Source: an optimization exercise on an open RTL-to-GDS flow (aim: small area, a short achievable clock period and few clock cycles per item). Production flows keep margins and buffers that such runs may drop. At most, simulation tests tie the RTL to the original design; equivalence was not proved. Power and IR drop assume default switching activity.

== the reference run ==
==> flow/design.v (excerpt) <==
module serial_packet_framer_deframer_core #(
   parameter int TX_BUFFER_DEPTH = 256
) (
   input  logic       clock,
   input  logic       reset,
   input  logic       req_valid,
   output logic       req_ready,
   input  logic [2:0] req_action,
   input  logic [7:0] req_byte_value,
   input  logic [7:0] req_load_index,
   input  logic [7:0] req_tx_length,
   output logic       rsp_valid,
   input  logic       rsp_ready,
   output logic [1:0] rsp_kind,
   output logic [7:0] rsp_out_byte,
   output logic [7:0] rsp_position,
   output logic [7:0] rsp_packet_length,
   output logic       rsp_tx_busy
);
clock: 5.0 ns
lec_check: 0
abc_clock_period_in_ps: 2500
cap_margin: 20
core_margin: 2
core_utilization: 55
cts_cluster_diameter: 120
cts_cluster_size: 28
setup_slack_margin: 2.0
slew_margin: 20
run.sh (not shown) runs the stock make flow with config.mk's settings and CLKGATE_MAP_FILE= SYNTH_SCRIPT=/design/flow/synth_recipe.tcl, a recipe that flattens the netlist after the stock synthesis.
## Diff of input files: the trial run against the reference run
# the reference run
export LEC_CHECK = 0
export ABC_CLOCK_PERIOD_IN_PS = 2500
export CAP_MARGIN = 20
export CORE_MARGIN = 2
export CORE_UTILIZATION = 55
export CTS_CLUSTER_DIAMETER = 120
export CTS_CLUSTER_SIZE = 28
export SETUP_SLACK_MARGIN = 2.0
export SLEW_MARGIN = 20
create_clock -name core_clock -period 5.0 [get_ports {clock}]
# the trial run
export LEC_CHECK = 0
export ABC_CLOCK_PERIOD_IN_PS = 2500
export CAP_MARGIN = 20
export CORE_MARGIN = 2
export CORE_UTILIZATION = 55
export CTS_CLUSTER_DIAMETER = 120
export CTS_CLUSTER_SIZE = 28
export SETUP_SLACK_MARGIN = 2.5
export SLEW_MARGIN = 20
create_clock -name core_clock -period 5.0 [get_ports {clock}]
Side by side, number of combinational gates with multiple inputs turned out higher in the trial run than in the reference run.
Total power: the trial run > the reference run
Measured against each other, the reference run and the trial run differ in peak supply drop, the higher figure coming from the trial run.
Number of global-route vias before repair (the trial run over the reference run): increase, 813
Against the reference run, number of setup buffers added after CTS in the trial run rose by more than 100%.
Function was not checked in any run of this note: the RTL went through the layout flow alone.

========
Another version of the RTL of serial_packet_framer_deframer_core (not shown whole).
For scale: about 4600 cells after synthesis, roughly 2400 flip-flops, ~60 I/O pins.
clock: 5.0 ns
lec_check: 0
abc_clock_period_in_ps: 2500
cap_margin: 20
core_margin: 2
core_utilization: 55
cts_cluster_diameter: 120
cts_cluster_size: 26
setup_slack_margin: 2.2
slew_margin: 20
The first run produced a clean layout.
==> next run, changes <==
Settings changed: SETUP_SLACK_MARGIN 2.2 to 2.0.
Result:
- design area is lower slightly
- routed wire length is lower slightly
- register-to-register slack got worse by 30 ps
- power stays flat
- clock skew is about the same
- sequential power stays flat
- die area stays the same
- fmax went down slightly
- global-route usage came out lower by 0.38 points
==> next run, changes <==
==> flow/flow/run.sh (new file) <==
#!/bin/bash
# The standard layout (standard.sh, the standard flow's own ORFS run), with two changes:
# the port buffers are buf_2 cells instead of the slow delay-buffer cell that
# buffer_ports picks by default, and the resizer may swap cells across
# footprints. Every port still gets a buffer. make's full output goes to
# layout.log in this folder; ORFS keeps each step's log under orfs/logs.
set -euo pipefail
bash standard.sh "BUFFER_PORTS_ARGS=-buffer_cell sky130_fd_sc_hd__buf_2" \
   MATCH_CELL_FOOTPRINT=0 finish > layout.log 2>&1
==> flow/standard.sh (new file) <==
#!/bin/bash
# synth_recipe.tcl (not shown) runs the flow's synth.tcl, then flattens the netlist and writes it again
# the make line also repeats each setting of config.mk as NAME=value (left out here)
make -C /OpenROAD-flow-scripts/flow DESIGN_CONFIG=/design/flow/config.mk WORK_HOME=/design/flow/orfs CLKGATE_MAP_FILE= SYNTH_SCRIPT=/design/flow/synth_recipe.tcl "${@:-finish}"
removed: flow/run.sh
After rerunning:
- The new run produced a clean layout
- critical path depth is lower by 5
- cell count drops by 0.42%
- setup slack is worse by 23 ps
- utilization falls by 0.58 points
- sequential power stays flat
- fmax fell by 0.75%
- hold slack gains 4.6 ps
- wire length increases by 0.58%
- first-iteration DRC count climbs by 2.6%
- total power fell by 0.65%
- sequential share of layout area rises by 0.65 points
==> next run, changes <==
==> flow/run.sh (new file) <==
#!/bin/bash
# synth_recipe.tcl (not shown) runs the flow's synth.tcl, then flattens the netlist and writes it again
# the make line also repeats each setting of config.mk as NAME=value (left out here)
make -C /OpenROAD-flow-scripts/flow DESIGN_CONFIG=/design/flow/config.mk WORK_HOME=/design/flow/orfs CLKGATE_MAP_FILE= SYNTH_SCRIPT=/design/flow/synth_recipe.tcl finish
Settings changed: TNS_END_PERCENT from default to 10.
removed: flow/flow/run.sh
removed: flow/standard.sh
Fmax came out lower by a few percent. Count of clock-buffer cells in the layout came out lower by 1. Design area hardly moves. Global-route usage came out lower by 0.43 points. Sequential cell count stays the same. Sequential share of layout area hardly moves. Power barely changes.
Function was not checked in any run of this note: the RTL went through the layout flow alone.

========
Setup of juniper:
Another version of the RTL of serial_packet_framer_deframer_core (not shown whole).
Size in the first run: ~4,300 cells after synthesis, roughly 2,400 flip-flops, ~60 I/O pins.
==> flow/design.v (excerpt) <==
module serial_packet_framer_deframer_core #(
   parameter int TX_BUFFER_DEPTH = 256
) (
   input  logic       clock,
   input  logic       reset,
   input  logic       req_valid,
   output logic       req_ready,
   input  logic [2:0] req_action,
   input  logic [7:0] req_byte_value,
   input  logic [7:0] req_load_index,
   input  logic [7:0] req_tx_length,
   output logic       rsp_valid,
   input  logic       rsp_ready,
   output logic [1:0] rsp_kind,
   output logic [7:0] rsp_out_byte,
   output logic [7:0] rsp_position,
   output logic [7:0] rsp_packet_length,
   output logic       rsp_tx_busy
);
   localparam int SL   = 8;                        
   localparam int NSEG = TX_BUFFER_DEPTH / SL;     
   localparam int NPQ  = 8;                        
   localparam logic [1:0] RXP_HUNT  = 2'd0;
   localparam logic [1:0] RXP_LEN   = 2'd1;
   localparam logic [1:0] RXP_DATA  = 2'd2;
   localparam logic [1:0] RXP_CHECK = 2'd3;
   localparam logic [1:0] TXP_LEN  = 2'd0;
   localparam logic [1:0] TXP_DATA = 2'd1;
   localparam logic [1:0] TXP_END  = 2'd2;
   logic [2:0]   phase_ff;                         
   logic [1:0]   rx_phase_ff, rx_phase_in;
   logic [7:0]   rx_count_ff, rx_count_in;
   logic [7:0]   rx_position_ff, rx_position_in;
   logic         tx_active_ff, tx_active_in;
   logic [1:0]   tx_phase_ff, tx_phase_in;
   logic [7:0]   tx_count_ff, tx_count_in;
   logic [7:0]   tx_position_ff, tx_position_in;
   logic [7:0]   head_ff [SL];
   logic [7:0]   win_ff  [SL];
  ...
export LEC_CHECK = 0
export ABC_CLOCK_PERIOD_IN_PS = 2500
export CAP_MARGIN = 20
export CORE_MARGIN = 2
export CORE_UTILIZATION = 45
export CTS_CLUSTER_DIAMETER = 120
export CTS_CLUSTER_SIZE = 26
export PLACE_DENSITY = 0.7
export SETUP_SLACK_MARGIN = 2.0
export SLEW_MARGIN = 20
create_clock -name core_clock -period 5.0 [get_ports {clock}]
Stock flow here: none of the scripts above is used.
Testbench counts of juniper, summed over its fixed seeds: cycles 32,008, items 32,000.
Edits applied to the flow inputs when going from juniper to amber:
- PLACE_DENSITY removed (was 0.7)
- CORE_UTILIZATION changed from 45 to 65
==> comparison <==
juniper → amber: worst setup slack saw an increase; largest voltage drop on the vdd net +0.00015 V; final critical delay including setup and external delays fell 0.0092 ns. Status: sequential cell area in the final layout parity (juniper, amber). As far as fraction of power consumed by combinational cells is concerned, juniper and amber perform about the same. amber vs. juniper: switching fraction of total power dropped 0.29 points; via count barely changed; post-synthesis to final-layout area growth dropped 0.92 points; global-route wire length before repair dropped about 0.6%. Of the two values seen for end point of the critical path, ready_idle_ff was produced by amber and win_ff[3][1] by juniper.
Setup changes, amber to willow
- putting PLACE_DENSITY at 0.65 where nothing was set
- swapping 65 for 50 in CORE_UTILIZATION
==> comparison <==
willow completed; timing, DRC and antenna clean
Comparing amber against willow, there is no change at all in number of buffer cells added on primary ports.
willow: count of buffers added by post-CTS timing repair for setup lower than amber
willow vs amber, cell with the biggest individual delay on the critical path: a222oi_1 vs nor2b_1
Buffering stage count on the worst path with inverters included down 1 in willow wrt amber

[what the ideal ports hide]
How much do the figures lean on ideal ports? The routed layouts below were timed once more, with nothing changed but the port constraints.
Step 1 sets driving cells, clkbuf_16 on the clock port and buf_2 on the other inputs (assumed; they add their load-dependent delay and slew).
Step 2 times the ports against the registers' clock, not the clock port: input delays grow and output delays shrink by t, the midpoint of the rising clock arrivals with the driver on.
Slacks: no drivers / after step 1 / after step 2; pairs: no drivers / after step 1.
run	t, ns	setup WS [ns]	worst register clock-pin slew, ns
the reference run	0.774	1.932 / 1.932 / 1.273	0.12 / 0.12
the trial run	0.772	1.964 / 1.964 / 1.471	0.12 / 0.12
the first run of note 2	0.793	1.965 / 1.965 / 1.333	0.11 / 0.11
the second run of note 2	0.790	1.938 / 1.938 / 1.326	0.12 / 0.12
the third run of note 2	0.782	1.915 / 1.915 / 1.281	0.11 / 0.11
the fourth run of note 2	0.796	1.824 / 1.824 / 1.187	0.12 / 0.12
juniper	0.796	1.932 / 1.932 / 1.251	0.12 / 0.12
amber	0.780	1.941 / 1.941 / 1.273	0.11 / 0.11
willow	0.813	1.997 / 1.997 / 1.297	0.12 / 0.12
After both steps every run listed still meets setup and hold. The setup slack of willow, which loses most, moves by 0.000 ns with the drivers and by -0.700 ns with both steps.
